This design comes from an exercise in tuning for small area on the open sky130 flow, not from production work. The RTL was checked by simulation tests, not by an equivalence proof against the original design. In every run shown here, the design's own scripts or RTL, not TritonCTS, make the clock network. The flow treats the clock pin as an ideal source. Dropping or thinning the clock tree relies on that and would not hold on a real chip. Power figures rest on the tool's default switching activity, not on a simulated workload.

[flow/config.mk]
export PLATFORM = sky130hd
export DESIGN_NAME = rb_window_stream
export DESIGN_NICKNAME = rb_window_stream
export VERILOG_FILES = /design/flow/design.v
export SDC_FILE = /design/flow/constraint.sdc
export NUM_CORES = 4
export LEC_CHECK = 0
export CAP_MARGIN = 20
export CORE_MARGIN = 2
export CORE_UTILIZATION = 75
export GPL_TIMING_DRIVEN = 0
export SLEW_MARGIN = 20
[flow/constraint.sdc]
create_clock -name core_clock -period 5.0 [get_ports {clk}]
set_input_delay 1.0000 -clock core_clock [delete_from_list [all_inputs] [get_ports {clk}]]
set_output_delay 1.0000 -clock core_clock [all_outputs]
set_load 0.01 [all_outputs]
[flow/design.v]
module rb_window_stream #(
    parameter int PIXEL_WIDTH = 8,
    parameter int K           = 3,
    parameter int IMG_WIDTH   = 128,
    parameter int IMG_HEIGHT  = 128
) (
    input  logic                                 clk,
    input  logic                                 rst,
    input  logic                                 in_valid,
    output logic                                 in_ready,
    input  logic [PIXEL_WIDTH-1:0]               in_pixel,
    input  logic                                 in_sof,
    output logic                                 out_valid,
    input  logic                                 out_ready,
    output logic [K*PIXEL_WIDTH-1:0]             out_col,
    output logic [$clog2(IMG_WIDTH)-1:0]         out_x,
    output logic [$clog2(IMG_HEIGHT)-1:0]        out_y,
    output logic                                 out_eof
);
    localparam int XW    = $clog2(IMG_WIDTH);
    localparam int YW    = $clog2(IMG_HEIGHT);
    localparam int PW    = PIXEL_WIDTH;
    localparam int DEPTH = (K - 1) * IMG_WIDTH + 1;    
    localparam logic [XW-1:0] X_LAST = XW'(IMG_WIDTH - 1);
    localparam logic [YW-1:0] Y_LAST = YW'(IMG_HEIGHT - 1);
    localparam logic [YW-1:0] Y_PRIM = YW'(K - 1);
    logic              adv;
    logic              accept;
    logic              move;        
    logic              s1_valid_reg;
    logic              s1_sof_reg;
    logic [PW-1:0]     s1_pixel_reg;
    logic              out_full_reg;
    logic [XW-1:0]     out_x_reg;   
    logic [YW-1:0]     out_y_reg;
    logic [XW-1:0]     s1_x;
    logic [YW-1:0]     s1_y;
    logic [PW-1:0]     sr [DEPTH];
    assign adv    = !out_valid || out_ready;
    assign in_ready = adv && !rst;
    assign accept = in_valid && adv && !rst;
    assign move   = adv && s1_valid_reg;
    always_comb begin
        if (s1_sof_reg) begin
            s1_x = '0;
            s1_y = '0;
        end else if (out_x_reg == X_LAST) begin
            s1_x = '0;
            s1_y = (out_y_reg == Y_LAST) ? '0 : out_y_reg + YW'(1);
        end else begin
            s1_x = out_x_reg + XW'(1);
            s1_y = out_y_reg;
        end
    end
    always_ff @(posedge clk) begin
        if (accept) begin
            s1_pixel_reg <= in_pixel;
            s1_sof_reg   <= in_sof;
        end
    end
    always_ff @(posedge clk) begin
        if (move) begin
            sr[0] <= s1_pixel_reg;
            for (int i = 1; i < DEPTH; i++) sr[i] <= sr[i-1];
        end
    end
    always_ff @(posedge clk) begin
        if (rst) begin
            s1_valid_reg <= 1'b0;
            out_full_reg <= 1'b0;
            out_x_reg    <= X_LAST;
            out_y_reg    <= Y_LAST;
        end else begin
            if (adv) begin
                s1_valid_reg <= accept;
                out_full_reg <= s1_valid_reg;
            end
            if (move) begin
                out_x_reg <= s1_x;
                out_y_reg <= s1_y;
            end
        end
    end
    assign out_valid = out_full_reg && (out_y_reg >= Y_PRIM);
    assign out_x     = out_x_reg;
    assign out_y     = out_y_reg;
    assign out_eof   = (out_x_reg == X_LAST) && (out_y_reg == Y_LAST);
    generate
        for (genvar k = 0; k < K; k++) begin : g_col
            assign out_col[(K-1-k)*PW +: PW] = sr[k*IMG_WIDTH];
        end
    endgenerate
endmodule
[flow/flow/run.sh]
#!/bin/bash
# Standard layout (standard.sh), except:
# - the clock tree is built by hand (flow/cts_hook.tcl, flow/trees.tcl): the
#   flip-flops are split into 64 equal clusters, each driven by an inverter,
#   under 8 inverters and two levels of clock buffers, so every flip-flop sees
#   two inversions and the same number of stages;
# - the shift register's enable is buffered by hand (flow/resize_hook.tcl),
#   with placement not timing-driven so that it adds no buffers of its own;
# - synthesis's buffers are removed before placement (flow/place_hook.tcl),
#   as timing-driven placement would do;
# - each port gets the smallest buffer.
set -euo pipefail
export PRE_CTS_TCL="$PWD/flow/cts_hook.tcl"
export PRE_GLOBAL_PLACE_TCL="$PWD/flow/place_hook.tcl"
export PRE_RESIZE_TCL="$PWD/flow/resize_hook.tcl"
export BUFFER_PORTS_ARGS="-buffer_cell sky130_fd_sc_hd__buf_1"
bash standard.sh > standard.log 2>&1
[flow/flow/cts_hook.tcl]
# Runs at the start of ORFS's cts.tcl: builds the clock tree by hand
# (flow/trees.tcl) and turns the CTS call that follows, and the cloning of
# clock inverters before it, into no-ops; the rest of the CTS step
# (legalisation, timing repair) runs as usual.
source [file join [file dirname [info script]] trees.tcl]
tr_clock clk {{60 sky130_fd_sc_hd__inv_12} {8 sky130_fd_sc_hd__inv_12} {2 sky130_fd_sc_hd__clkbuf_16} {1 sky130_fd_sc_hd__clkbuf_16}}
set_propagated_clock [all_clocks]
rename repair_clock_inverters ""
proc repair_clock_inverters {args} { puts "repair_clock_inverters skipped: tree built by flow/trees.tcl" }
rename clock_tree_synthesis ""
proc clock_tree_synthesis {args} { puts "clock_tree_synthesis skipped: tree built by flow/trees.tcl" }
[flow/flow/place_hook.tcl]
# Runs at the start of ORFS's global_place.tcl, before the ports are buffered:
# removes the buffers that synthesis put in (timing-driven placement would do
# this itself; this flow's placement is not timing-driven).
remove_buffers
[flow/flow/resize_hook.tcl]
# Runs before repair_design in ORFS's resize.tcl: buffers the shift register's
# enable (the net with the most sinks) by hand as 24 clusters, each driven by
# an inverter, under 3 inverters (flow/trees.tcl), and keeps repair_design to
# the smaller buffers.
source [file join [file dirname [info script]] trees.tcl]
set_dont_use {sky130_fd_sc_hd__buf_6 sky130_fd_sc_hd__buf_8 sky130_fd_sc_hd__buf_12 sky130_fd_sc_hd__buf_16 sky130_fd_sc_hd__bufinv_8 sky130_fd_sc_hd__bufinv_16 sky130_fd_sc_hd__bufbuf_8 sky130_fd_sc_hd__bufbuf_16}
tr_fanout {{24 sky130_fd_sc_hd__inv_4} {3 sky130_fd_sc_hd__inv_4}}
[flow/flow/trees.tcl]
# Hand-built buffer trees. The sinks of a net are split by recursive bisection
# into equal-sized clusters, each driven by a buffer at its centre; the
# buffers of each level are grouped the same way under the next level's.

proc tr_split {items n} {
  # items: list of {iterm x y}; returns n groups of near-equal size, split
  # recursively across the wider side of their bounding box
  if {$n <= 1} { return [list $items] }
  set xs [lmap e $items {lindex $e 1}]; set ys [lmap e $items {lindex $e 2}]
  set dx [expr {[tcl::mathfunc::max {*}$xs] - [tcl::mathfunc::min {*}$xs]}]
  set dy [expr {[tcl::mathfunc::max {*}$ys] - [tcl::mathfunc::min {*}$ys]}]
  set k [expr {$dx >= $dy ? 1 : 2}]
  set s [lsort -real -index $k $items]
  set n1 [expr {$n / 2}]
  set h [expr {([llength $s] * $n1 + $n / 2) / $n}]
  return [concat [tr_split [lrange $s 0 [expr {$h-1}]] $n1] [tr_split [lrange $s $h end] [expr {$n - $n1}]]]
}

# Drive each group from a new buffer at the group's centre; returns the new
# buffers' inputs as the next level's items.
proc tr_level {groups master prefix sigtype} {
  set block [ord::get_db_block]
  set m [[ord::get_db] findMaster $master]
  set next {}
  set i 0
  foreach g $groups {
    set net [odb::dbNet_create $block "${prefix}_${i}_net"]
    $net setSigType $sigtype
    set buf [odb::dbInst_create $block $m "${prefix}_${i}"]
    foreach e $g {
      set it [lindex $e 0]
      if {[$it getNet] ne "NULL"} { $it disconnect }
      $it connect $net
    }
    foreach it [$buf getITerms] {
      if {[$it getIoType] eq "OUTPUT"} { $it connect $net }
    }
    set sx 0; set sy 0
    foreach e $g { set sx [expr {$sx + [lindex $e 1]}]; set sy [expr {$sy + [lindex $e 2]}] }
    set cx [expr {int($sx / [llength $g])}]; set cy [expr {int($sy / [llength $g])}]
    $buf setLocation $cx $cy
    $buf setPlacementStatus PLACED
    lappend next [list [$buf findITerm A] $cx $cy]
    incr i
  }
  return $next
}

proc tr_item {it} {
  set b [[$it getInst] getBBox]
  return [list $it [expr {([$b xMin]+[$b xMax])/2}] [expr {([$b yMin]+[$b yMax])/2}]]
}

# Build the tree for net's sinks (iterms); levels: list of {count master}
# from the leaves up. The top level's inputs go back on net.
proc tr_build {net sinks levels prefix sigtype} {
  set items [lmap it $sinks {tr_item $it}]
  puts "buffer tree $prefix: [llength $items] sinks on [$net getName]"
  set li 0
  foreach lv $levels {
    lassign $lv n master
    set items [tr_level [tr_split $items $n] $master "${prefix}_l${li}" $sigtype]
    puts "buffer tree $prefix: level $li, [llength $items] x $master"
    incr li
  }
  foreach e $items { [lindex $e 0] connect $net }
}

# The clock tree: every flip-flop's clock pin on the clock net.
proc tr_clock {clk_net_name levels} {
  set net [[ord::get_db_block] findNet $clk_net_name]
  set sinks {}
  foreach it [$net getITerms] {
    if {[[[$it getInst] getMaster] isSequential]} { lappend sinks $it }
  }
  tr_build $net $sinks $levels ct CLOCK
}

# The signal net with the most sinks (the shift register's enable); nets
# that reach a clock pin are skipped.
proc tr_widest_net {} {
  set best NULL; set bn 0
  foreach net [[ord::get_db_block] getNets] {
    if {[$net getSigType] ne "SIGNAL"} { continue }
    set its [$net getITerms]
    set n [llength $its]
    if {$n <= $bn} { continue }
    set clock 0
    foreach it $its { if {[[$it getMTerm] getSigType] eq "CLOCK"} { set clock 1; break } }
    if {$clock} { continue }
    if {$n > $bn} { set bn $n; set best $net }
  }
  return $best
}

proc tr_fanout {levels} {
  set net [tr_widest_net]
  set sinks {}
  foreach it [$net getITerms] {
    if {[$it getIoType] eq "INPUT"} { lappend sinks $it }
  }
  tr_build $net $sinks $levels ft SIGNAL
}
[flow/standard.sh]
#!/bin/bash
# synth_recipe.tcl (not shown) runs the flow's synth.tcl, then flattens the netlist and writes it again
# the make line also repeats each setting of config.mk as NAME=value (left out here)
make -C /OpenROAD-flow-scripts/flow DESIGN_CONFIG=/design/flow/config.mk WORK_HOME=/design/flow/orfs CLKGATE_MAP_FILE= SYNTH_SCRIPT=/design/flow/synth_recipe.tcl "${@:-finish}"
==> results of run 1 <==
-- cell type report --
type / instances / area (sq um) / share of cell area [%]
Sequential cell: 2081 / 62300 / 94.7
Tap cell: 1080 / 1350 / 2.05
Inverter: 104 / 1310 / 1.99
Multi-Input combinational cell: 74 / 537 / 0.816
Timing Repair Buffer: 53 / 199 / 0.302
Buffer: 3 / 75.1 / 0.114
-- how the worst max path moves through the flow --
| stage | startpoint | slack [ps] | end | cells after the start |
|---|---|---|---|---|
| floorplan | out_ready | -28030 | sr[0][0] | 4 |
| global placement | out_ready | -36090 | sr[247][5] | 4 |
| detailed placement | out_ready | 770 | out_x_reg[5] | 8 |
| CTS | out_y_reg[1] | 1160 | out_x_reg[5] | 8 |
| global route | out_y_reg[1] | 810 | out_x_reg[5] | 8 |
| finish | out_y_reg[1] | 1150 | out_x_reg[5] | 8 |
-- synth_stat cells --
master,instances,area [sq um]
nand2b_1,1,6.26
nand3_1,5,25.0
a21o_1,1,7.51
nor4_4,1,21.3
and4_1,1,8.76
a311o_1,4,40.0
edfxtp_1,2065,62000
and3_1,2,12.5
a211oi_1,1,7.51
nor2_1,11,41.3
or4_1,1,7.51
o21ai_0,4,20.0
buf_1,1,3.75
nand4_1,3,18.8
clkbuf_1,3,11.3
a21oi_1,2,10.0
o31ai_1,1,7.51
a21boi_0,1,7.51
buf_6,2,22.5
nor4b_2,1,15.0
ha_1,3,37.5
o41ai_1,1,8.76
a22oi_2,1,12.5
mux2i_1,1,10.0
inv_1,9,33.8
buf_2,3,15.0
a41oi_2,1,16.3
nor4b_1,1,8.76
a211o_1,4,35.0
o21a_1,2,15.0
o31a_1,4,35.0
a31oi_1,4,25.0
a41oi_1,1,8.76
clkbuf_2,1,5.00
or3_1,2,12.5
o311ai_0,1,8.76
and2_1,1,6.26
nor3_1,5,25.0
dfxtp_1,16,320
nand2_1,2,7.51
-- metal layers --
| metal | GRT usage, % | vias to the layer above | wire (um) | part of all wire [%] |
|---|---|---|---|---|
| li1 | - | 9026 | - | - |
| met1 | 25.5 | 10100 | 33000 | 52 |
| met2 | 20.0 | 263 | 26900 | 42 |
| met3 | 1.48 | 95 | 1990 | 3.1 |
| met4 | 3.05 | 0 | 1520 | 2.4 |
| met5 | 0 | - | 0 | 0 |
-- power by group through the flow --
stage	Clock, uW	Combinational (uW)	Sequential [uW]
floorplan	0	348	21000
global placement	0	427	21300
detailed placement	0	488	19800
CTS	6100	476	19400
global route	6550	534	19400
finish	5780	471	19400
-- cell families (layout without fill, tap and decap cells) --
| kind of cell | count (synthesis) | after routing |
|---|---|---|
| AO/OA/AOI/OAI | 33 | 33 |
| adder cells (fa/ha/maj) | 3 | 3 |
| buffers and inverters | 19 | 160 |
| flip-flops | 2081 | 2081 |
| multiplexers | 1 | 1 |
| AND/OR/NAND/NOR | 37 | 37 |
-- per-stage QoR --
step                      setup WS [ps]  cell area [sq um]  cells
final                              1150              65800   3395
after global routing                814              65800   3395
after CTS                          1160              65800   3395
after detailed placement            769              64600   3324
after global placement           -36090              64500   3297
after floorplan                  -28030              63000   2174
-- critical path, delay by kind of cell (launching register included) --
family | cells | cell delay [ps]
buffers and inverters | 3 | 1630
AO/OA/AOI/OAI | 2 | 1150
flip-flops | 1 | 530
adder cells (fa/ha/maj) | 1 | 270
AND/OR/NAND/NOR | 2 | 140
==> flow_metrics.tcl, run 1 <==
set metrics [dict create \
    hold_viol 0 \
    cp_max_fo 86 \
    fin_hold_ws_ps 408 \
    holdPathEnd "sr[38][1]" \
    maxSlewViolCount 0 \
    largest_reg_flops 2056 \
    drt_iter0_drc 1663 \
    synth-seq-cells 2081 \
    slew_headroom_pct 31.5 \
    grt_pass1_vias 17800 \
    synth-xor-area-share_pct 0 \
    worstPathRequired_ps 5530 \
    die_w_um 294 \
    fin_crit_sh_pct 77.1 \
    synth-compound-area-share_pct 0.421 \
    seqPwrFrac_pct 75.6 \
    reg2reg_from "out_y_reg[1]" \
    die_area_sq_um 86300 \
    finalSetupViolCount 0 \
    dp_hpwl_mm 27.0 \
    cpMostUsedCell "inv_4" \
    timing.fmax_mhz 259 \
    cts_setup_buffers 0 \
    first_pass_iters 4 \
    p_int_uw 20200 \
    gp_congestion 0.710 \
    ys_warn_count 2 \
    drt-wirelength-per-cell_um 18.7 \
    p_clk_share_pct 22.5 \
    netlist_instances 2174 \
    post-route-drc-count 0 \
    rows 106 \
    synth_mux_area_share_pct 0.0159 \
    crit_slowest_cell "a22oi_2" \
    setup_tns_ps 0 \
    synthAdderAreaFrac_pct 0.0596 \
    syn-num-nets 2190 \
    holdCritPathClass "reg2reg" \
    grt_overflow 0 \
    track_usage_pct 14.3 \
    clkSlewWorstSetupHoldPaths_ps 110 \
    yosys.area_share.simple_pct 0.344 \
    synth_area_sq_um 63000 \
    drt_wl_total_mm 63.4 \
    ir_worst_vdd_mv 0.323 \
    finClkSkew_ps 29.7 \
    hold_start "sr[37][1]" \
    finalPower_uw 25600 \
    cp_slowest_stage_delay_ps 830 \
    p_sw_uw 5470 \
    final_cell_mix "edfxtp_1, inv_12, buf_1, inv_4, dfxtp_1" \
    syn_to_final_growth_pct 4.53 \
    cellLeakagePower_uw 0.0150 \
    core_area_sq_um 83400 \
    layout_min_cycle_time_ps 3860 \
    ys_seq_area_share_pct 99.0 \
    fillers 3931 \
    grt_pass1_wl_mm 98.9 \
    critical_path_class "reg2reg" \
    cp.arrival_ps 4390 \
    io_pins 54 \
    p_sw_share_pct 21.3 \
    r2r-end "out_x_reg[5]" \
    crit_path_start_kind "flip-flop" \
    drive_above_1_share_pct 4.49 \
    finish.utilization_pct 78.9 \
    hold_buffers 0 \
    rrSetupSlack_ps 1150 \
    avgViaCountPerCell 5.74 \
    critical_path.cell_chain "ha_1 > nor4_4 > a22oi_2 > clkinvlp_4 > inv_4 > inv_4 > a211oi_1 > nor3_1" \
    insertion_delay_ps 650 \
    end_kind "flip-flop" \
    syn_area_per_cell_sq_um 29.0 \
    tightest_slew_ps 1030 \
    p_per_area_nw_per_um2 390 \
    rsz0062_at_grt "no" \
    antenna_found_initial 0 \
    start_util_pct 75.5 \
    maxCapViolCount 0 \
    synth_top_family_by_area "compound AO/OA/AOI/OAI gates" \
    ff2ff_path_depth 8 \
    min_path_cells 0 \
    ys_types 40 \
    detail-route-antenna-nets 0 \
    cts_resized 0 \
    outcome "finished clean" \
    power_frac_comb_pct 1.8 \
    nets 2333 \
    port_buffers 53 \
    grt_max_degree 87 \
    diodes 0 \
    vias 19500 \
    layout_commonest_cell "edfxtp_1" \
    die_y_um 294 \
]
==> run 2: changes to the inputs <==
--- a/flow/flow/cts_hook.tcl
+++ b/flow/flow/cts_hook.tcl
@@ -3,7 +3,7 @@
 # clock inverters before it, into no-ops; the rest of the CTS step
 # (legalisation, timing repair) runs as usual.
 source [file join [file dirname [info script]] trees.tcl]
-tr_clock clk {{60 sky130_fd_sc_hd__inv_12} {8 sky130_fd_sc_hd__inv_12} {2 sky130_fd_sc_hd__clkbuf_16} {1 sky130_fd_sc_hd__clkbuf_16}}
+tr_clock clk {{60 sky130_fd_sc_hd__inv_12} {6 sky130_fd_sc_hd__inv_12} {2 sky130_fd_sc_hd__clkbuf_8} {1 sky130_fd_sc_hd__clkbuf_16}}
 set_propagated_clock [all_clocks]
 rename repair_clock_inverters ""
 proc repair_clock_inverters {args} { puts "repair_clock_inverters skipped: tree built by flow/trees.tcl" }
==> flow_metrics.tcl, run 2 <==
set metrics [dict create \
    layout_commonest_cell "edfxtp_1" \
    top_layer "met4" \
    final_cell_mix "edfxtp_1, inv_12, buf_1, inv_4, dfxtp_1" \
    synth_ff_type "edfxtp_1" \
    cp_slowest_stage_delay_ps 810 \
    seqCellArea_sq_um 62300 \
    fin_crit_sh_pct 76.8 \
    syn_area_per_cell_sq_um 29.0 \
    grt_max_degree 87 \
    worst_slack_ps 1160 \
    grt_pass1_vias 17800 \
    cellLeakagePower_uw 0.0150 \
    synth.top_cell.area_share_pct 98.5 \
    maxCapViolCount 0 \
    ys_top_cells_by_count "edfxtp_1, dfxtp_1, nor2_1, inv_1" \
    ys_types 40 \
    grt_pass1_wl_mm 98.7 \
    finalSetupViolCount 0 \
    insertion_delay_ps 730 \
    cp.arrival_ps 4460 \
    crit_path_start_kind "flip-flop" \
    io_pins 54 \
    finish.utilization_pct 78.8 \
    ys_warn_count 2 \
    gp_congestion 0.710 \
    dp_hpwl_mm 27.0 \
    async_flop_share_pct 0 \
    cp.depth 8 \
    synth-edff-count 2065 \
    track_usage_pct 14.2 \
    die_y_um 294 \
    p_int_uw 20100 \
    drt_wl_total_mm 63.4 \
    crit_slowest_cell "a22oi_2" \
    pre_cts_ws_ps 769 \
    holdCritPathClass "reg2reg" \
    dr_wl_met3_mm 2.41 \
    core_area_sq_um 83400 \
    port_buffers 53 \
    netlist_instances 2174 \
    diodes 0 \
    p_clk_share_pct 22.2 \
    finalPower_uw 25600 \
    finClkSkew_ps 21.6 \
    maxSlewViolCount 0 \
    post-route-drc-count 0 \
    syn_to_final_growth_pct 4.45 \
    multiInputGateArea_sq_um 537 \
    cpMostUsedCell "inv_4" \
    layout_min_cycle_time_ps 3840 \
    detail-route-antenna-nets 0 \
    critPathBufInv 3 \
    cts_setup_buffers 0 \
    slew_headroom_pct 32.9 \
    end_kind "flip-flop" \
    critical_path_class "reg2reg" \
    start_util_pct 75.5 \
    synth_area_leaders "edfxtp_1, dfxtp_1, nor2_1, a311o_1, ha_1" \
    dr_wl_met2_mm 26.8 \
    largest_reg_flops 2056 \
    die_w_um 294 \
    cts_resized 0 \
    hold_viol 0 \
    rsz0062_at_grt "no" \
    vias 19400 \
    syn-num-nets 2190 \
    rows 106 \
    die_area_sq_um 86300 \
    post-synth-top-count-cell "edfxtp_1" \
    wl_met1_mm 33.0 \
    final_cells 3393 \
    seqPwrFrac_pct 75.9 \
    drt-wirelength-per-cell_um 18.7 \
    antenna_found_initial 0 \
    p_sw_share_pct 21.3 \
    avgViaCountPerCell 5.73 \
    dp.cells 3324 \
    grt_overflow 0 \
    ir_worst_vdd_mv 0.377 \
    synth_top_cell_by_area "edfxtp_1" \
    critical_path.cell_chain "ha_1 > nor4_4 > a22oi_2 > clkinvlp_4 > inv_4 > inv_4 > a211oi_1 > nor3_1" \
    synth_area_sq_um 63000 \
    ys_seq_area_share_pct 99.0 \
    worstPathRequired_ps 5620 \
    setup_tns_ps 0 \
    power_frac_comb_pct 1.8 \
    path_delay_family "buffers and inverters" \
    synth-seq-cells 2081 \
    outcome "finished clean" \
    min_path_cells 0 \
    drt_iter0_drc 1623 \
    hold_buffers 0 \
    cp_max_fo 86 \
    fillers 3910 \
    tightest_slew_ps 1010 \
    clkSlewWorstSetupHoldPaths_ps 120 \
    ff2ff_path_depth 8 \
    first_pass_iters 5 \
    p_sw_uw 5430 \
    nets 2331 \
    timing.fmax_mhz 260 \
    drive_above_1_share_pct 4.41 \
    p_per_area_nw_per_um2 389 \
]
run 2: final cells by class:
cell class | instances | area share, %
tap | 1080 | 2.06
buffer | 3 | 0.0799
multi-input combinational | 74 | 0.816
timing repair buffer | 53 | 0.303
inverter | 102 | 1.95
sequential | 2081 | 94.8
run 2: metal layers:
metal / global-route usage (%) / vias up
met2: 19.9 / 272
met5: 0 / -
met1: 25.4 / 10100
li1: - / 9023
met4: 2.53 / 0
met3: 1.89 / 86
run 2: worst paths after layout:
kind	from	end	slack, ps
setup / recovery	out_y_reg[1]	out_x_reg[5]	1160
hold / removal	sr[192][4]	sr[193][4]	420
setup reg to reg	out_y_reg[1]	out_x_reg[5]	1160
hold reg to reg	sr[192][4]	sr[193][4]	420
run 2: logic make-up (layout without fill, tap and decap cells):
logic type               Yosys count  in the layout  synth area share, %
AO/OA/AOI/OAI                     33             33                0.421
adder cells (fa/ha/maj)            3              3               0.0596
buffers and inverters             19            158                0.145
flip-flops                      2081           2081                 99.0
multiplexers                       1              1               0.0159
AND/OR/NAND/NOR                   37             37                0.344
run 2: power groups by stage:
| stage | clock, uW | combinational (uW) | sequential (uW) |
|---|---|---|---|
| after floorplan | 0 | 348 | 21000 |
| after global placement | 0 | 427 | 21300 |
| after detailed placement | 0 | 488 | 19800 |
| after CTS | 6020 | 476 | 19400 |
| after global routing | 6490 | 534 | 19400 |
| final | 5680 | 472 | 19400 |
run 2: per-stage QoR:
stage / hold slack (ps) / area, sq um
after floorplan: 400 / 63000
after global placement: 402 / 64500
after detailed placement: 405 / 64600
after CTS: 366 / 65700
after global routing: 384 / 65700
final: 422 / 65700
run 2: worst reg2reg max path, delay by kind of cell (launching register included):
family / cells / cell delay, ps
AOI/OAI and AO/OA: 2 / 1150
adders and majority gates: 1 / 270
DFF: 1 / 540
buffers and inverters: 3 / 1640
and+or+nand+nor: 2 / 140
==> run 3: changes to the inputs <==
--- a/flow/flow/cts_hook.tcl
+++ b/flow/flow/cts_hook.tcl
@@ -3,7 +3,7 @@
 # clock inverters before it, into no-ops; the rest of the CTS step
 # (legalisation, timing repair) runs as usual.
 source [file join [file dirname [info script]] trees.tcl]
-tr_clock clk {{60 sky130_fd_sc_hd__inv_12} {6 sky130_fd_sc_hd__inv_12} {2 sky130_fd_sc_hd__clkbuf_8} {1 sky130_fd_sc_hd__clkbuf_16}}
+tr_clock clk {{60 sky130_fd_sc_hd__inv_12} {8 sky130_fd_sc_hd__inv_12} {2 sky130_fd_sc_hd__clkbuf_8} {1 sky130_fd_sc_hd__clkbuf_16}}
 set_propagated_clock [all_clocks]
 rename repair_clock_inverters ""
 proc repair_clock_inverters {args} { puts "repair_clock_inverters skipped: tree built by flow/trees.tcl" }
==> flow_metrics.tcl, run 3 <==
set metrics [dict create \
    die_w_um 294 \
    crit_end "out_x_reg[5]" \
    rsz0062_at_grt "no" \
    track_usage_pct 14.2 \
    core_area_sq_um 83400 \
    slew_headroom_pct 30.0 \
    reg2reg_from "out_y_reg[1]" \
    cts_setup_buffers 0 \
    outcome "finished clean" \
    synth_ff_type "edfxtp_1" \
    r2r-end "out_x_reg[5]" \
    largest_reg_flops 2056 \
    die_area_sq_um 86300 \
    crit_start "out_y_reg[1]" \
    gp_congestion 0.710 \
    timing.fmax_mhz 257 \
    hold_buffers 0 \
    synth-seq-cells 2081 \
    async_flop_share_pct 0 \
    crit_path_start_kind "flip-flop" \
    ys_top_cells_by_count "edfxtp_1, dfxtp_1, nor2_1, inv_1" \
    cp_max_fo 86 \
    setup_tns_ps 0 \
    post-synth-top-count-cell "edfxtp_1" \
    antenna_found_initial 0 \
    nets 2333 \
    drt_wl_total_mm 63.1 \
    ys_types 40 \
    synth-xor-area-share_pct 0 \
    grt_overflow 0 \
    synth_area_sq_um 63000 \
    yosys.area_share.simple_pct 0.344 \
    first_pass_iters 6 \
    ys_seq_area_share_pct 99.0 \
    synth_area_leaders "edfxtp_1, dfxtp_1, nor2_1, a311o_1, ha_1" \
    dp.cells 3324 \
    cp.arrival_ps 4510 \
    finClkSkew_ps 33.5 \
    worstPathRequired_ps 5620 \
    drt-wirelength-per-cell_um 18.6 \
    layout_min_cycle_time_ps 3890 \
    cellLeakagePower_uw 0.0150 \
    maxSlewViolCount 0 \
    syn-num-nets 2190 \
    ff2ff_path_depth 8 \
    ys_warn_count 2 \
    ir_worst_vdd_mv 0.322 \
    synth-compound-area-share_pct 0.421 \
    diodes 0 \
    synth_mux_area_share_pct 0.0159 \
    dp_hpwl_mm 27.0 \
    post-route-drc-count 0 \
    io_pins 54 \
    cts_resized 0 \
    end_kind "flip-flop" \
    grt_pass1_vias 17800 \
    finish.utilization_pct 78.9 \
    avgViaCountPerCell 5.74 \
    stdcell_area_sq_um 65800 \
    die_y_um 294 \
    fillers 3923 \
    final_cell_mix "edfxtp_1, inv_12, buf_1, inv_4, dfxtp_1" \
    start_util_pct 75.5 \
    synth.top_cell.area_share_pct 98.5 \
    fin_crit_sh_pct 77.8 \
    syn_area_per_cell_sq_um 29.0 \
    synthAdderAreaFrac_pct 0.0596 \
    synth-edff-count 2065 \
    rrSetupSlack_ps 1110 \
    seqCellArea_sq_um 62300 \
    tightest_slew_ps 1050 \
    finalPower_uw 25600 \
    port_buffers 53 \
    vias 19500 \
    dpl_cell_area_sq_um 64600 \
    critical_path_class "reg2reg" \
    insertion_delay_ps 730 \
    grt_pass1_wl_mm 98.5 \
    synth_top_family_by_area "compound AO/OA/AOI/OAI gates" \
    finalSetupViolCount 0 \
    syn_to_final_growth_pct 4.50 \
    drt_iter0_drc 1718 \
    holdCritPathClass "reg2reg" \
    hold_viol 0 \
    netlist_instances 2174 \
    grt_max_degree 87 \
    synth_top_cell_by_area "edfxtp_1" \
    final_cells 3395 \
    layout_commonest_cell "edfxtp_1" \
    multiInputGateArea_sq_um 537 \
    rows 106 \
    clkSlewWorstSetupHoldPaths_ps 120 \
    detail-route-antenna-nets 0 \
    p_per_area_nw_per_um2 389 \
    maxCapViolCount 0 \
    drive_above_1_share_pct 4.49 \
]
run 3: cell counts after synthesis:
No cell type changed its count.
run 3: area by class of cell:
| type | instances | area share, % |
|---|---|---|
| inverters | 104 | 2.00 |
| repair buffers | 53 | 0.302 |
| flip-flops and latches | 2081 | 94.8 |
| well taps | 1080 | 2.05 |
| multi-input cells | 74 | 0.816 |
| plain buffers | 3 | 0.0799 |
run 3: cells by family after synthesis:
kind of cell,Yosys count
AO/OA/AOI/OAI,33
adder cells (fa/ha/maj),3
buffers and inverters,19
flip-flops,2081
multiplexers,1
AND/OR/NAND/NOR,37
run 3: critical path: stages, from the launching register on:
cell        delay [ps]
dfxtp_1            530
ha_1               270
nor4_4              60
a22oi_2            840
clkinvlp_4         740
inv_4              470
inv_4              430
a211oi_1           330
nor3_1              80
run 3: per-layer routing:
| metal | global-route usage [%] | wire length (um) |
|---|---|---|
| met2 | 19.9 | 26700 |
| met1 | 25.4 | 32800 |
| met4 | 2.92 | 1510 |
| met5 | 0 | 0 |
| met3 | 1.48 | 2010 |
run 3: power by group:
group | total [uW] | switching [uW] | leakage [uW] | internal (uW)
clock | 5720 | 4960 | 0.000523 | 760
sequential | 19400 | 65.5 | 0.0140 | 19300
combinational | 472 | 430 | 0.000443 | 42.0
total | 25600 | 5460 | 0.0150 | 20100
run 3: how the worst min path moves through the flow:
stage	from	endpoint	slack (ps)	depth (start not counted)
finish	sr[237][1]	sr[238][1]	410	0
global route	in_pixel[7]	s1_pixel_reg[7]	390	1
CTS	in_sof	s1_sof_reg	380	1
detailed placement	sr[99][7]	sr[100][7]	400	0
global placement	sr[1][1]	sr[2][1]	400	0
floorplan	s1_pixel_reg[0]	sr[0][0]	400	0
run 3: through the flow:
stage                     setup slack [ps]  hold WS [ps]
final                                 1110           414
after global routing                   810           389
after CTS                             1150           384
after detailed placement               769           405
after global placement              -36090           402
after floorplan                     -28030           400
==> run 4: changes to the inputs <==
--- a/flow/flow/run.sh
+++ b/flow/flow/run.sh
@@ -1,7 +1,7 @@
 #!/bin/bash
 # Standard layout (standard.sh), except:
 # - the clock tree is built by hand (flow/cts_hook.tcl, flow/trees.tcl): the
-#   flip-flops are split into 64 equal clusters, each driven by an inverter,
+#   flip-flops are split into 60 equal clusters, each driven by an inverter,
 #   under 8 inverters and two levels of clock buffers, so every flip-flop sees
 #   two inversions and the same number of stages;
 # - the shift register's enable is buffered by hand (flow/resize_hook.tcl),
--- a/flow/flow/trees.tcl
+++ b/flow/flow/trees.tcl
@@ -1,6 +1,7 @@
 # Hand-built buffer trees. The sinks of a net are split by recursive bisection
-# into equal-sized clusters, each driven by a buffer at its centre; the
-# buffers of each level are grouped the same way under the next level's.
+# into equal-sized clusters, each driven by a buffer or inverter at its
+# centre; the cells of each level are grouped the same way under the next
+# level's. A tree of inverters needs an even number of inverting levels.
 
 proc tr_split {items n} {
   # items: list of {iterm x y}; returns n groups of near-equal size, split
@@ -16,8 +17,8 @@
   return [concat [tr_split [lrange $s 0 [expr {$h-1}]] $n1] [tr_split [lrange $s $h end] [expr {$n - $n1}]]]
 }
 
-# Drive each group from a new buffer at the group's centre; returns the new
-# buffers' inputs as the next level's items.
+# Drive each group from a new cell (buffer or inverter) at the group's centre;
+# returns the new cells' inputs as the next level's items.
 proc tr_level {groups master prefix sigtype} {
   set block [ord::get_db_block]
   set m [[ord::get_db] findMaster $master]
--- a/flow/config.mk
+++ b/flow/config.mk
@@ -5,6 +5,7 @@
 export SDC_FILE = /design/flow/constraint.sdc
 export NUM_CORES = 4
 export LEC_CHECK = 0
+export ABC_CLOCK_PERIOD_IN_PS = 20000
 export CAP_MARGIN = 20
 export CORE_MARGIN = 2
 export CORE_UTILIZATION = 75
==> flow_metrics.tcl, run 4 <==
set metrics [dict create \
    outcome "finished clean" \
    layout_commonest_cell "edfxtp_1" \
    finish.utilization_pct 78.9 \
    first_pass_iters 6 \
    drt_wl_total_mm 63.1 \
    port_buffers 53 \
    dp.cells 3324 \
    post-synth-top-count-cell "edfxtp_1" \
    cp.depth 8 \
    detail-route-antenna-nets 0 \
    critPathBufInv 3 \
    maxCapViolCount 0 \
    synth-seq-cells 2081 \
    diodes 0 \
    io_pins 54 \
    synth.top_cell.area_share_pct 98.5 \
    min_path_cells 0 \
    p_per_area_nw_per_um2 389 \
    worstPathRequired_ps 5620 \
    cellLeakagePower_uw 0.0150 \
    async_flop_share_pct 0 \
    drt_iter0_drc 1718 \
    antenna_found_initial 0 \
    avgViaCountPerCell 5.74 \
    ys_types 40 \
    ff2ff_path_depth 8 \
    tightest_slew_ps 1050 \
    ys_seq_area_share_pct 99.0 \
    rrSetupSlack_ps 1110 \
    layout_min_cycle_time_ps 3890 \
    cp_slowest_stage_delay_ps 840 \
    syn_to_final_growth_pct 4.50 \
    drive_above_1_share_pct 4.49 \
    cp.arrival_ps 4510 \
    reg2reg_from "out_y_reg[1]" \
    rows 106 \
    synth-edff-count 2065 \
    fin_crit_sh_pct 77.8 \
    crit_end "out_x_reg[5]" \
    crit_slowest_cell "a22oi_2" \
    core_area_sq_um 83400 \
    crit_path_start_kind "flip-flop" \
    insertion_delay_ps 730 \
    ir_worst_vdd_mv 0.322 \
    rsz0062_at_grt "no" \
    end_kind "flip-flop" \
    synth_area_sq_um 63000 \
    die_y_um 294 \
    dp_hpwl_mm 27.0 \
    hold_start "sr[237][1]" \
    cts_setup_buffers 0 \
    grt_pass1_vias 17800 \
    die_w_um 294 \
    final_cell_mix "edfxtp_1, inv_12, buf_1, inv_4, dfxtp_1" \
    largest_reg_flops 2056 \
    grt_overflow 0 \
    drt-wirelength-per-cell_um 18.6 \
    grt_max_degree 87 \
    ys_warn_count 2 \
    netlist_instances 2174 \
    final_cells 3395 \
    track_usage_pct 14.2 \
    synth_ff_type "edfxtp_1" \
    syn_area_per_cell_sq_um 29.0 \
    clkSlewWorstSetupHoldPaths_ps 120 \
    critical_path_class "reg2reg" \
    vias 19500 \
    r2r-end "out_x_reg[5]" \
    gp_congestion 0.710 \
    start_util_pct 75.5 \
    timing.fmax_mhz 257 \
    setup_tns_ps 0 \
    finClkSkew_ps 33.5 \
    critical_path.cell_chain "ha_1 > nor4_4 > a22oi_2 > clkinvlp_4 > inv_4 > inv_4 > a211oi_1 > nor3_1" \
    hold_buffers 0 \
    hold_viol 0 \
    syn-num-nets 2190 \
    cp_max_fo 86 \
    path_delay_family "buffers and inverters" \
    nets 2333 \
    holdCritPathClass "reg2reg" \
    post-route-drc-count 0 \
    cts_resized 0 \
    grt_pass1_wl_mm 98.5 \
    synth_top_cell_by_area "edfxtp_1" \
    maxSlewViolCount 0 \
    finalSetupViolCount 0 \
    ys_top_cells_by_count "edfxtp_1, dfxtp_1, nor2_1, inv_1" \
    crit_start "out_y_reg[1]" \
    die_area_sq_um 86300 \
    synth_area_leaders "edfxtp_1, dfxtp_1, nor2_1, a311o_1, ha_1" \
    slew_headroom_pct 30.0 \
    cpMostUsedCell "inv_4" \
]
-- run 4: layer usage --
metal	track usage, %	vias to the layer above	share of wire [%]
met3	1.48	104	3.2
met5	0	-	0
li1	-	9019	-
met2	19.9	275	42
met4	2.92	0	2.4
met1	25.4	10100	52
-- run 4: final cells by class --
type                            instances  area [sq um]
Buffer                                  3          52.6
Sequential cell                      2081         62300
Tap cell                             1080          1350
Fill cell                            3923         17600
Timing Repair Buffer                   53           199
Multi-Input combinational cell         74           537
Inverter                              104          1310
-- run 4: worst reg2reg max path, cell delays in order (launching register included) --
cell        delay (ps)
dfxtp_1            530
ha_1               270
nor4_4              60
a22oi_2            840
clkinvlp_4         740
inv_4              480
inv_4              430
a211oi_1           340
nor3_1              80
-- run 4: cells by family (layout without fill, tap and decap cells) --
kind of cell | Yosys count | count (layout) | share of synthesized area, %
AOI/OAI and AO/OA | 33 | 33 | 0.421
adders and majority gates | 3 | 3 | 0.0596
buffers and inverters | 19 | 160 | 0.145
DFF | 2081 | 2081 | 99.0
muxes | 1 | 1 | 0.0159
and+or+nand+nor | 37 | 37 | 0.344
-- run 4: stage by stage --
| stage | cell area (sq um) | worst slack (ps) | hold slack (ps) | power (uW) |
|---|---|---|---|---|
| floorplan | 63000 | -28030 | 400 | 21300 |
| global placement | 64500 | -36090 | 402 | 21700 |
| detailed placement | 64600 | 769 | 405 | 20300 |
| CTS | 65800 | 1150 | 384 | 25900 |
| global route | 65800 | 810 | 389 | 26500 |
| finish | 65800 | 1110 | 414 | 25600 |
-- run 4: worst min-delay path by stage --
stage	to	slack, ps
2_1_floorplan	sr[0][0]	400
3_3_place_gp	sr[2][1]	400
3_5_place_dp	sr[100][7]	400
4_1_cts	s1_sof_reg	380
5_1_grt	s1_pixel_reg[7]	390
6_report	sr[238][1]	410
-- run 4: report_power, final --
part / total (uW) / leakage, uW / internal, uW / switching (uW)
clock network: 5720 / 0.000523 / 760 / 4960
registers: 19400 / 0.0140 / 19300 / 65.5
logic: 472 / 0.000443 / 42.0 / 430
==> run 5: changes to the inputs <==
--- a/flow/config.mk
+++ b/flow/config.mk
@@ -5,7 +5,6 @@
 export SDC_FILE = /design/flow/constraint.sdc
 export NUM_CORES = 4
 export LEC_CHECK = 0
-export ABC_CLOCK_PERIOD_IN_PS = 20000
 export CAP_MARGIN = 20
 export CORE_MARGIN = 2
 export CORE_UTILIZATION = 75
==> flow_metrics.tcl, run 5 <==
set metrics [dict create \
    synth_area_sq_um 63000 \
    ys_warn_count 2 \
    antenna_found_initial 0 \
    core_area_sq_um 83400 \
    r2r-end "out_x_reg[5]" \
    vias 19500 \
    outcome "finished clean" \
    finish.utilization_pct 78.9 \
    holdPathEnd "sr[238][1]" \
    post-route-drc-count 0 \
    grt_pass1_wl_mm 98.5 \
    cp_slowest_stage_delay_ps 840 \
    reg2reg_from "out_y_reg[1]" \
    io_pins 54 \
    cp.arrival_ps 4510 \
    async_flop_share_pct 0 \
    slew_headroom_pct 30.0 \
    layout_min_cycle_time_ps 3890 \
    drive_above_1_share_pct 4.49 \
    largest_reg_flops 2056 \
    ys_types 40 \
    cpMostUsedCell "inv_4" \
    first_pass_iters 6 \
    cts_setup_buffers 0 \
    syn_area_per_cell_sq_um 29.0 \
    ys_seq_area_share_pct 99.0 \
    setup_tns_ps 0 \
    syn_to_final_growth_pct 4.50 \
    grt_max_degree 87 \
    tightest_slew_ps 1050 \
    grt_pass1_vias 17800 \
    clkSlewWorstSetupHoldPaths_ps 120 \
    ff2ff_path_depth 8 \
    stdcell_area_sq_um 65800 \
    min_path_cells 0 \
    track_usage_pct 14.2 \
    timing.fmax_mhz 257 \
    critical_path.cell_chain "ha_1 > nor4_4 > a22oi_2 > clkinvlp_4 > inv_4 > inv_4 > a211oi_1 > nor3_1" \
    ys_top_cells_by_count "edfxtp_1, dfxtp_1, nor2_1, inv_1" \
    grt_overflow 0 \
    synth-seq-cells 2081 \
    dpl_cell_area_sq_um 64600 \
    detail-route-antenna-nets 0 \
    rrSetupSlack_ps 1110 \
    ir_worst_vdd_mv 0.322 \
    maxCapViolCount 0 \
    path_delay_family "buffers and inverters" \
    dp_hpwl_mm 27.0 \
    syn-num-nets 2190 \
    port_buffers 53 \
    synth_top_cell_by_area "edfxtp_1" \
    maxSlewViolCount 0 \
    cts_resized 0 \
    worstPathRequired_ps 5620 \
    final_cell_mix "edfxtp_1, inv_12, buf_1, inv_4, dfxtp_1" \
    end_kind "flip-flop" \
    cp_max_fo 86 \
    crit_slowest_cell "a22oi_2" \
    critPathBufInv 3 \
    die_w_um 294 \
    finClkSkew_ps 33.5 \
    fin_crit_sh_pct 77.8 \
    layout_commonest_cell "edfxtp_1" \
    insertion_delay_ps 730 \
    netlist_instances 2174 \
    die_area_sq_um 86300 \
    die_y_um 294 \
    nets 2333 \
    critical_path_class "reg2reg" \
    cellLeakagePower_uw 0.0150 \
    synth-edff-count 2065 \
    finalSetupViolCount 0 \
    diodes 0 \
    synth_ff_type "edfxtp_1" \
    crit_path_start_kind "flip-flop" \
    drt-wirelength-per-cell_um 18.6 \
    gp_congestion 0.710 \
    hold_buffers 0 \
    avgViaCountPerCell 5.74 \
    hold_viol 0 \
    rows 106 \
    start_util_pct 75.5 \
    synth.top_cell.area_share_pct 98.5 \
    hold_start "sr[237][1]" \
    p_per_area_nw_per_um2 389 \
    rsz0062_at_grt "no" \
    holdCritPathClass "reg2reg" \
    drt_wl_total_mm 63.1 \
    post-synth-top-count-cell "edfxtp_1" \
    synth_area_leaders "edfxtp_1, dfxtp_1, nor2_1, a311o_1, ha_1" \
    drt_iter0_drc 1718 \
]
run 5: cell counts after synthesis:
No cell type changed its count.
run 5: layout make-up:
type,count,area [sq um]
buffer,3,52.6
tap,1080,1350
fill,3923,17600
timing repair buffer,53,199
multi-input combinational,74,537
sequential,2081,62300
inverter,104,1310
run 5: worst max path at each step:
| stage | from | endpoint | slack (ps) | cells after the start |
|---|---|---|---|---|
| after floorplan | out_ready | sr[0][0] | -28030 | 4 |
| after global placement | out_ready | sr[247][5] | -36090 | 4 |
| after detailed placement | out_ready | out_x_reg[5] | 770 | 8 |
| after CTS | out_y_reg[1] | out_x_reg[5] | 1150 | 8 |
| after global routing | out_y_reg[1] | out_x_reg[5] | 810 | 8 |
| final | out_y_reg[1] | out_x_reg[5] | 1110 | 8 |
run 5: kinds of logic after synthesis:
group	count (synthesis)	synth area share, %
flip-flops	2081	99.0
AND/OR/NAND/NOR	37	0.344
AO/OA/AOI/OAI	33	0.421
buffers and inverters	19	0.145
adder cells (fa/ha/maj)	3	0.0596
multiplexers	1	0.0159
run 5: report_power, final:
part | total, uW | switching [uW] | leakage, uW | internal, uW
clock | 5720 | 4960 | 0.000523 | 760
combinational | 472 | 430 | 0.000443 | 42.0
sequential | 19400 | 65.5 | 0.0140 | 19300
run 5: metrics by stage:
step / hold slack [ps] / total power [uW] / std cells / worst slack (ps)
global route: 389 / 26500 / 3395 / 810
global placement: 402 / 21700 / 3297 / -36090
CTS: 384 / 25900 / 3395 / 1150
detailed placement: 405 / 20300 / 3324 / 769
finish: 414 / 25600 / 3395 / 1110
floorplan: 400 / 21300 / 2174 / -28030
run 5: per-layer routing:
metal | vias to the layer above | share of wire, % | routed length (um) | GRT usage (%)
met3 | 104 | 3.2 | 2010 | 1.48
met5 | - | 0 | 0 | 0
met2 | 275 | 42 | 26700 | 19.9
met1 | 10100 | 52 | 32800 | 25.4
li1 | 9019 | - | - | -
met4 | 0 | 2.4 | 1510 | 2.92

static timing again, ports no longer ideal:
Ports are ideal in the flow. The routed layouts listed here were re-timed in OpenROAD.
Step 1, drivers: a clkbuf_16 drives clk and a buf_2 each remaining input, both assumed.
Step 2, shift: input delay + t, output delay - t, t = (earliest + latest rising clock arrival at the registers) / 2. This alone moves slack from input paths to output paths.
a / b / c = no drivers / after step 1 / after step 2; a / b = the first two.
run | shift t [ns] | setup WS [ns] | hold WS [ns] | pins driven straight from the clock port
run 1 | 0.699 | 1.145 / 1.145 / 0.805 | 0.408 / 0.408 / 0.408 | 1
run 2 | 0.781 | 1.160 / 1.160 / 0.823 | 0.422 / 0.391 / 0.422 | 1
run 3 | 0.777 | 1.108 / 1.108 / 0.777 | 0.414 / 0.390 / 0.414 | 1
run 4 | 0.777 | 1.108 / 1.108 / 0.777 | 0.414 / 0.390 / 0.414 | 1
run 5 | 0.777 | 1.108 / 1.108 / 0.777 | 0.414 / 0.390 / 0.414 | 1
After both steps setup and hold are still met in every run listed. For run 1, which loses most, drivers alone change the setup slack by 0.000 ns; drivers and shift together by -0.340 ns.
